This design comes from an exercise in tuning for small area and a short achievable clock period on the open sky130 flow, not from production work.
At most, simulation tests tie the RTL to the original design; equivalence was not proved.
Power figures rest on the tool's default switching activity, not on a simulated workload.

==> inputs of job 7572 <==
==> flow/design.v <==
`default_nettype none
package uart_ring_pkg;
  localparam logic MODE_DRAIN  = 1'b0;
  localparam logic MODE_REPLAY = 1'b1;
endpackage
`default_nettype wire
`default_nettype none
module uart_ring_ram (
  input  logic        i_clk,
  input  logic [15:0] i_we_hi,
  input  logic [15:0] i_we_lo,
  input  logic [7:0]  i_wr_data,
  input  logic [7:0]  i_rd_hi,
  input  logic [31:0] i_rd_lo,
  output logic [7:0]  o_rd_data
);
  logic [255:0][7:0] r_mem;
  for (genvar r = 0; r < 256; r++) begin : g_row
    always_ff @(posedge i_clk) begin
      if (i_we_hi[r / 16] && i_we_lo[r % 16]) begin
        r_mem[r] <= i_wr_data;
      end
    end
  end
  logic [7:0][7:0] w_grp;
  logic [3:0][7:0] w_qtr;
  logic [3:0][7:0] r_qtr;
  always_comb begin
    for (int k = 0; k < 4; k++) begin
      w_qtr[k] = '0;
      for (int i = 2 * k; i < 2 * k + 2; i++) begin
        w_grp[i] = '0;
        for (int j = 0; j < 32; j++) begin
          w_grp[i] = w_grp[i] | ({8{i_rd_lo[j]}} & r_mem[32 * i + j]);
        end
        w_qtr[k] = w_qtr[k] | ({8{i_rd_hi[i]}} & w_grp[i]);
      end
    end
  end
  always_ff @(posedge i_clk) begin
    r_qtr <= w_qtr;
  end
  assign o_rd_data = r_qtr[0] | r_qtr[1] | r_qtr[2] | r_qtr[3];
endmodule
`default_nettype wire
`default_nettype none
module uart_ring_dump_ctrl #(
  parameter int   DATA_W    = 8,
  parameter int   ADDR_W    = 8,
  parameter logic KEY_PRESS = 1'b0
) (
  input  logic              Clk,
  input  logic              Rst,
  input  logic              Rx_done,
  input  logic [DATA_W-1:0] Rx_byte,
  input  logic              Key_flag,
  input  logic              Key_state,
  input  logic              Mode,
  input  logic              Tx_done,
  output logic              Tx_en,
  output logic [DATA_W-1:0] Tx_data,
  output logic              Busy,
  output logic              Empty,
  output logic              Full,
  output logic [ADDR_W:0]   Count,
  output logic              Overflow
);
  logic        r_busy;        
  logic        r_idle;        
  logic        r_s_rd;
  logic        r_s_wait;
  logic        r_s_send;
  logic        r_s_wtx;
  logic [8:0]  r_count;
  logic        r_empty;
  logic        r_overflow;
  logic        r_mode;
  logic [8:0]  r_remain;      
  logic        r_last;        
  logic [7:0]  r_rd_ptr;      
  logic [7:0]  r_scan_hi;     
  logic [31:0] r_scan_lo;
  logic [15:0] r_wr_hi;       
  logic [15:0] r_wr_lo;
  logic [7:0]  r_tx_data;
  logic [7:0]  w_q;
  logic w_full, w_inc, w_drop, w_start, w_go, w_pop, w_fin, w_dec;
  assign w_full  = r_count[8];
  assign w_inc   = Rx_done && !w_full;
  assign w_drop  = Rx_done && w_full;
  assign w_start = r_idle && Key_flag && (Key_state == KEY_PRESS);
  assign w_go    = w_start && !r_empty;
  assign w_pop   = r_s_wtx && Tx_done;
  assign w_fin   = w_pop && r_last;
  assign w_dec   = w_pop && (r_mode == uart_ring_pkg::MODE_DRAIN);
  function automatic logic [7:0] f_dec3(input logic [2:0] a);
    f_dec3 = 8'd1 << a;
  endfunction
  function automatic logic [31:0] f_dec5(input logic [4:0] a);
    f_dec5 = 32'd1 << a;
  endfunction
  function automatic logic [2:0] f_enc8(input logic [7:0] h);
    f_enc8 = '0;
    for (int i = 0; i < 8; i++) begin
      if (h[i]) f_enc8 = f_enc8 | 3'(i);
    end
  endfunction
  function automatic logic [4:0] f_enc32(input logic [31:0] h);
    f_enc32 = '0;
    for (int i = 0; i < 32; i++) begin
      if (h[i]) f_enc32 = f_enc32 | 5'(i);
    end
  endfunction
  uart_ring_ram u_ram (
    .i_clk     (Clk),
    .i_we_hi   (r_wr_hi),
    .i_we_lo   (r_wr_lo & {16{w_inc}}),
    .i_wr_data (Rx_byte),
    .i_rd_hi   (r_scan_hi),
    .i_rd_lo   (r_scan_lo),
    .o_rd_data (w_q)
  );
  always_ff @(posedge Clk or posedge Rst) begin
    if (Rst) begin
      r_busy   <= 1'b0;
      r_idle   <= 1'b1;
      r_s_rd   <= 1'b0;
      r_s_wait <= 1'b0;
      r_s_send <= 1'b0;
      r_s_wtx  <= 1'b0;
    end else begin
      r_busy   <= w_go || (!r_idle && !w_fin);
      r_idle   <= !w_go && (r_idle || w_fin);
      r_s_rd   <= w_go || (w_pop && !r_last);
      r_s_wait <= r_s_rd;
      r_s_send <= r_s_wait;
      r_s_wtx  <= r_s_send || (r_s_wtx && !Tx_done);
    end
  end
  always_ff @(posedge Clk or posedge Rst) begin
    if (Rst) begin
      r_count <= '0;
      r_empty <= 1'b1;
    end else if (w_inc && !w_dec) begin
      r_count <= r_count + 9'd1;
      r_empty <= 1'b0;
    end else if (w_dec && !w_inc) begin
      r_count <= r_count - 9'd1;
      r_empty <= (r_count == 9'd1);
    end
  end
  always_ff @(posedge Clk or posedge Rst) begin
    if (Rst) begin
      r_overflow <= 1'b0;
    end else if (w_drop) begin
      r_overflow <= 1'b1;
    end else if (w_start) begin
      r_overflow <= 1'b0;
    end
  end
  always_ff @(posedge Clk) begin
    if (r_idle) begin
      r_mode    <= Mode;
      r_remain  <= r_count;
      r_scan_hi <= f_dec3(r_rd_ptr[7:5]);
      r_scan_lo <= f_dec5(r_rd_ptr[4:0]);
    end else if (r_s_wait) begin
      r_remain  <= r_remain - 9'd1;
      r_last    <= (r_remain == 9'd1);
      r_scan_lo <= {r_scan_lo[30:0], r_scan_lo[31]};
      if (r_scan_lo[31]) r_scan_hi <= {r_scan_hi[6:0], r_scan_hi[7]};
    end
  end
  always_ff @(posedge Clk or posedge Rst) begin
    if (Rst) begin
      r_rd_ptr <= '0;
    end else if (!r_idle && (r_mode == uart_ring_pkg::MODE_DRAIN)) begin
      r_rd_ptr <= {f_enc8(r_scan_hi), f_enc32(r_scan_lo)};
    end
  end
  always_ff @(posedge Clk or posedge Rst) begin
    if (Rst) begin
      r_wr_hi <= 16'd1;
      r_wr_lo <= 16'd1;
    end else begin
      if (w_inc) begin
        r_wr_lo <= {r_wr_lo[14:0], r_wr_lo[15]};
        if (r_wr_lo[15]) r_wr_hi <= {r_wr_hi[14:0], r_wr_hi[15]};
      end
    end
  end
  always_ff @(posedge Clk or posedge Rst) begin
    if (Rst) begin
      r_tx_data <= '0;
    end else if (r_s_wait) begin
      r_tx_data <= w_q;
    end
  end
  assign Tx_en    = r_s_send;
  assign Tx_data  = r_tx_data;
  assign Busy     = r_busy;
  assign Empty    = r_empty;
  assign Full     = w_full;
  assign Count    = r_count;
  assign Overflow = r_overflow;
endmodule
`default_nettype wire
==> flow/run.sh <==
#!/bin/bash
# synth_recipe.tcl (not shown) runs the flow's synth.tcl, then flattens the netlist and writes it again
# the make line also repeats each setting of config.mk as NAME=value (left out here)
make -C /OpenROAD-flow-scripts/flow DESIGN_CONFIG=/design/flow/config.mk WORK_HOME=/design/flow/orfs CLKGATE_MAP_FILE= SYNTH_SCRIPT=/design/flow/synth_recipe.tcl finish
==> flow/config.mk <==
export PLATFORM = sky130hd
export DESIGN_NAME = uart_ring_dump_ctrl
export DESIGN_NICKNAME = uart_ring_dump_ctrl
export VERILOG_FILES = /design/flow/design.v
export SDC_FILE = /design/flow/constraint.sdc
export NUM_CORES = 4
export LEC_CHECK = 0
export CAP_MARGIN = 20
export CORE_MARGIN = 2
export CORE_UTILIZATION = 40
export SETUP_SLACK_MARGIN = 4.5
export SLEW_MARGIN = 20
==> flow/constraint.sdc <==
create_clock -name core_clock -period 7.0 [get_ports {Clk}]
set_input_delay 1.4000 -clock core_clock [delete_from_list [all_inputs] [get_ports {Clk}]]
set_output_delay 1.4000 -clock core_clock [all_outputs]
set_load 0.01 [all_outputs]
==> job 3631 (differences from job 7572) <==
==> flow/design.v, changed modules only <==
module uart_ring_ram (
  input  logic        i_clk,
  input  logic [15:0] i_we_hi_n,
  input  logic [15:0] i_we_lo_n,
  input  logic [7:0]  i_wr_data,
  input  logic [7:0]  i_rd_hi,
  input  logic [31:0] i_rd_lo,
  output logic [7:0]  o_rd_data
);
  logic [255:0][7:0] r_mem;
  for (genvar r = 0; r < 256; r++) begin : g_row
    always_ff @(posedge i_clk) begin
      if (!(i_we_hi_n[r / 16] || i_we_lo_n[r % 16])) begin
        r_mem[r] <= i_wr_data;
      end
    end
  end
  logic [7:0][7:0] w_grp;
  logic [7:0][7:0] r_grp;
  always_comb begin
    for (int i = 0; i < 8; i++) begin
      w_grp[i] = '0;
      for (int j = 0; j < 32; j++) begin
        w_grp[i] = w_grp[i] | ({8{i_rd_lo[j]}} & r_mem[32 * i + j]);
      end
    end
  end
  always_ff @(posedge i_clk) begin
    r_grp <= w_grp;
  end
  always_comb begin
    o_rd_data = '0;
    for (int i = 0; i < 8; i++) begin
      o_rd_data = o_rd_data | ({8{i_rd_hi[i]}} & r_grp[i]);
    end
  end
endmodule
module uart_ring_dump_ctrl #(
  parameter int   DATA_W    = 8,
  parameter int   ADDR_W    = 8,
  parameter logic KEY_PRESS = 1'b0
) (
  input  logic              Clk,
  input  logic              Rst,
  input  logic              Rx_done,
  input  logic [DATA_W-1:0] Rx_byte,
  input  logic              Key_flag,
  input  logic              Key_state,
  input  logic              Mode,
  input  logic              Tx_done,
  output logic              Tx_en,
  output logic [DATA_W-1:0] Tx_data,
  output logic              Busy,
  output logic              Empty,
  output logic              Full,
  output logic [ADDR_W:0]   Count,
  output logic              Overflow
);
  logic        r_busy;        
  logic        r_idle;        
  logic        r_s_rd;
  logic        r_s_wait;
  logic        r_s_send;
  logic        r_s_wtx;
  logic [8:0]  r_count;       
  logic        r_full;
  logic        r_nempty;
  logic        r_empty;       
  logic [8:0]  r_count_n;     
  logic [8:0]  w_count;
  logic        r_overflow;
  logic        r_mode;
  logic [8:0]  r_remain;      
  logic        r_last;        
  logic [7:0]  r_rd_ptr;      
  logic [7:0]  r_scan_hi;     
  logic [31:0] r_scan_lo;
  logic [7:0]  r_wr_ptr;      
  logic [7:0]  r_wr_data;     
  logic [15:0] r_we_hi_n;     
  logic [15:0] r_we_lo_n;     
  logic [7:0]  r_tx_data;     
  logic [7:0]  r_tx_data_n;   
  logic [7:0]  w_q;
  logic w_full, w_inc, w_drop, w_start, w_go, w_pop, w_fin, w_dec;
  assign w_count = ~r_count_n;
  assign w_full  = w_count[8];
  assign w_inc   = Rx_done && !w_full;
  assign w_drop  = Rx_done && w_full;
  assign w_start = r_idle && Key_flag && (Key_state == KEY_PRESS);
  assign w_go    = w_start && !r_empty;
  assign w_pop   = r_s_wtx && Tx_done;
  assign w_fin   = w_pop && r_last;
  assign w_dec   = w_pop && (r_mode == uart_ring_pkg::MODE_DRAIN);
  function automatic logic [15:0] f_dec4(input logic [3:0] a);
    f_dec4 = 16'd1 << a;
  endfunction
  function automatic logic [7:0] f_dec3(input logic [2:0] a);
    f_dec3 = 8'd1 << a;
  endfunction
  function automatic logic [31:0] f_dec5(input logic [4:0] a);
    f_dec5 = 32'd1 << a;
  endfunction
  function automatic logic [2:0] f_enc8(input logic [7:0] h);
    f_enc8 = '0;
    for (int i = 0; i < 8; i++) begin
      if (h[i]) f_enc8 = f_enc8 | 3'(i);
    end
  endfunction
  function automatic logic [4:0] f_enc32(input logic [31:0] h);
    f_enc32 = '0;
    for (int i = 0; i < 32; i++) begin
      if (h[i]) f_enc32 = f_enc32 | 5'(i);
    end
  endfunction
  uart_ring_ram u_ram (
    .i_clk     (Clk),
    .i_we_hi_n (r_we_hi_n),
    .i_we_lo_n (r_we_lo_n),
    .i_wr_data (r_wr_data),
    .i_rd_hi   (r_scan_hi),
    .i_rd_lo   (r_scan_lo),
    .o_rd_data (w_q)
  );
  always_ff @(posedge Clk or posedge Rst) begin
    if (Rst) begin
      r_busy   <= 1'b0;
      r_idle   <= 1'b1;
      r_s_rd   <= 1'b0;
      r_s_wait <= 1'b0;
      r_s_send <= 1'b0;
      r_s_wtx  <= 1'b0;
    end else begin
      r_busy   <= w_go || (!r_idle && !w_fin);
      r_idle   <= !w_go && (r_idle || w_fin);
      r_s_rd   <= w_go || (w_pop && !r_last);
      r_s_wait <= r_s_rd;
      r_s_send <= r_s_wait;
      r_s_wtx  <= r_s_send || (r_s_wtx && !Tx_done);
    end
  end
  always_ff @(posedge Clk or posedge Rst) begin
    if (Rst) begin
      r_count   <= '0;
      r_full    <= 1'b0;
      r_nempty  <= 1'b0;
      r_empty   <= 1'b1;
      r_count_n <= '1;
    end else if (w_inc && !w_dec) begin
      r_count   <= w_count + 9'd1;
      r_full    <= (w_count == 9'd255);
      r_nempty  <= 1'b1;
      r_empty   <= 1'b0;
      r_count_n <= ~(w_count + 9'd1);
    end else if (w_dec && !w_inc) begin
      r_count   <= w_count - 9'd1;
      r_full    <= 1'b0;
      r_nempty  <= (w_count != 9'd1);
      r_empty   <= (w_count == 9'd1);
      r_count_n <= ~(w_count - 9'd1);
    end
  end
  always_ff @(posedge Clk or posedge Rst) begin
    if (Rst) begin
      r_overflow <= 1'b0;
    end else if (w_drop) begin
      r_overflow <= 1'b1;
    end else if (w_start) begin
      r_overflow <= 1'b0;
    end
  end
  always_ff @(posedge Clk) begin
    if (r_idle) begin
      r_mode    <= Mode;
      r_remain  <= w_count;
      r_scan_hi <= f_dec3(r_rd_ptr[7:5]);
      r_scan_lo <= f_dec5(r_rd_ptr[4:0]);
    end else if (r_s_wait) begin
      r_remain  <= r_remain - 9'd1;
      r_last    <= (r_remain == 9'd1);
      r_scan_lo <= {r_scan_lo[30:0], r_scan_lo[31]};
      if (r_scan_lo[31]) r_scan_hi <= {r_scan_hi[6:0], r_scan_hi[7]};
    end
  end
  always_ff @(posedge Clk or posedge Rst) begin
    if (Rst) begin
      r_rd_ptr <= '0;
    end else if (!r_idle && (r_mode == uart_ring_pkg::MODE_DRAIN)) begin
      r_rd_ptr <= {f_enc8(r_scan_hi), f_enc32(r_scan_lo)};
    end
  end
  always_ff @(posedge Clk) begin
    r_wr_data <= Rx_byte;
    r_we_hi_n <= ~f_dec4(r_wr_ptr[7:4]);
    r_we_lo_n <= ~(f_dec4(r_wr_ptr[3:0]) & {16{w_inc}});
  end
  always_ff @(posedge Clk or posedge Rst) begin
    if (Rst) begin
      r_wr_ptr <= '0;
    end else if (w_inc) begin
      r_wr_ptr <= r_wr_ptr + 8'd1;
    end
  end
  always_ff @(posedge Clk or posedge Rst) begin
    if (Rst) begin
      r_tx_data   <= '0;
      r_tx_data_n <= '1;
    end else if (r_s_wait) begin
      r_tx_data   <= w_q;
      r_tx_data_n <= ~w_q;
    end else begin
      r_tx_data   <= ~r_tx_data_n;
    end
  end
  assign Tx_en    = r_s_send;
  assign Tx_data  = r_tx_data;
  assign Busy     = r_busy;
  assign Empty    = !r_nempty;
  assign Full     = r_full;
  assign Count    = r_count;
  assign Overflow = r_overflow;
endmodule
--- a/flow/config.mk
+++ b/flow/config.mk
@@ -7,6 +7,8 @@
 export LEC_CHECK = 0
-export CAP_MARGIN = 20
+export CAP_MARGIN = 25
 export CORE_MARGIN = 2
-export CORE_UTILIZATION = 40
-export SETUP_SLACK_MARGIN = 4.5
-export SLEW_MARGIN = 20
+export CORE_UTILIZATION = 75
+export CTS_CLUSTER_DIAMETER = 60
+export CTS_CLUSTER_SIZE = 30
+export SETUP_SLACK_MARGIN = 4.3
+export SLEW_MARGIN = 25
==> summary of the runs <==
Against job 7572, the clock power of job 3631 is lower by about 26%. Utilization: job 7572 is lower than job 3631 (35 points). Of job 3631 and job 7572, job 3631 has the higher first-iteration DRC count (gap about 15%, measured against job 7572). Of job 3631 and job 7572, job 7572 has the higher die area (gap about 45%, measured against job 7572). In sequential power, job 3631 and job 7572 hardly differ. Register-to-register slack: job 3631 is lower than job 7572 (0.27 ns). In job 3631 the wire length is smaller than in job 7572, by about 10%. In job 7572 the cell count is larger than in job 3631, by about 20%. In job 7572 the global-route usage is lower than in job 3631, by 18 points.
==> figures <==
Diode insertion count for antenna repair: job 3631 5; job 7572 11
Number of rows created at floorplan: job 3631 120; job 7572 164
Start-to-end type of the worst setup path: job 3631 reg -> reg; job 7572 reg -> out
Adder-cell share of the synthesized area: job 3631 0.00200; job 7572 0.000938
Met3 GRT Util: job 3631 0.156; job 7572 0.0587
Count of non-CTS inverters in the layout: job 3631 31; job 7572 16
Sum of net half-perimeters after detailed placement: job 3631 138,000 um; job 7572 160,000 um
First-pass GRT wire length: job 3631 343,000 um; job 7572 379,000 um
Number of sequential cells: job 3631 2,263; job 7572 2,196
Cell area after synthesis: job 3631 0.0814 mm^2; job 7572 0.0800 mm^2
Mux share of post-synthesis cell area: job 3631 0.00123; job 7572 0.000375
Logic depth of the worst path, buffers included: job 3631 4; job 7572 1
Total of plain and repair buffers excluding clock buffers: job 3631 185; job 7572 167
Fraction of post-synthesis cell area in the top cell type by area: job 3631 0.774; job 7572 0.788
Clk. pwr: job 3631 8.90 mW; job 7572 12.1 mW
Post-Synthesis Mean Instance Area: job 3631 17.8 um^2; job 7572 18.1 um^2
Share of cell area taken by multi-input logic gates: job 3631 0.151; job 7572 0.162
Net count after synthesis: job 3631 4,593; job 7572 4,447
#FFs+latches synth: job 3631 2,263; job 7572 2,196
Status: job 3631 finished clean; job 7572 finished clean
The RTL of job 7572 was laid out without a check of its function.

==> what the ideal ports hide <==
In the flow no input, the clock included, has a driving cell. The finished layouts below were timed again as built, in two steps.
Step 1: set_driving_cell puts a clkbuf_16 on Clk and a buf_2 on each other input, an assumption about the parent block.
Step 2 adds t to the input delays and takes it off the output delays; t is the mean of the earliest and latest rising clock arrival at the registers after step 1. Input paths then give back, and output paths get back, about the clock's delay inside the block.
Slacks: ideal ports / drivers / drivers and shift; pairs: ideal ports / drivers.
run | shift t [ns] | setup slack, ns | worst setup path at the end | cell pins on the clock port's net
job 7572 | 0.933 | 4.098 / 4.002 / 3.741 | input to register | 1
job 3631 | 0.849 | 4.163 / 4.163 / 3.594 | input to register | 1
After both steps setup and hold are still met in every run listed. For job 3631, which loses most, drivers alone change the setup slack by 0.000 ns; drivers and shift together by -0.569 ns.
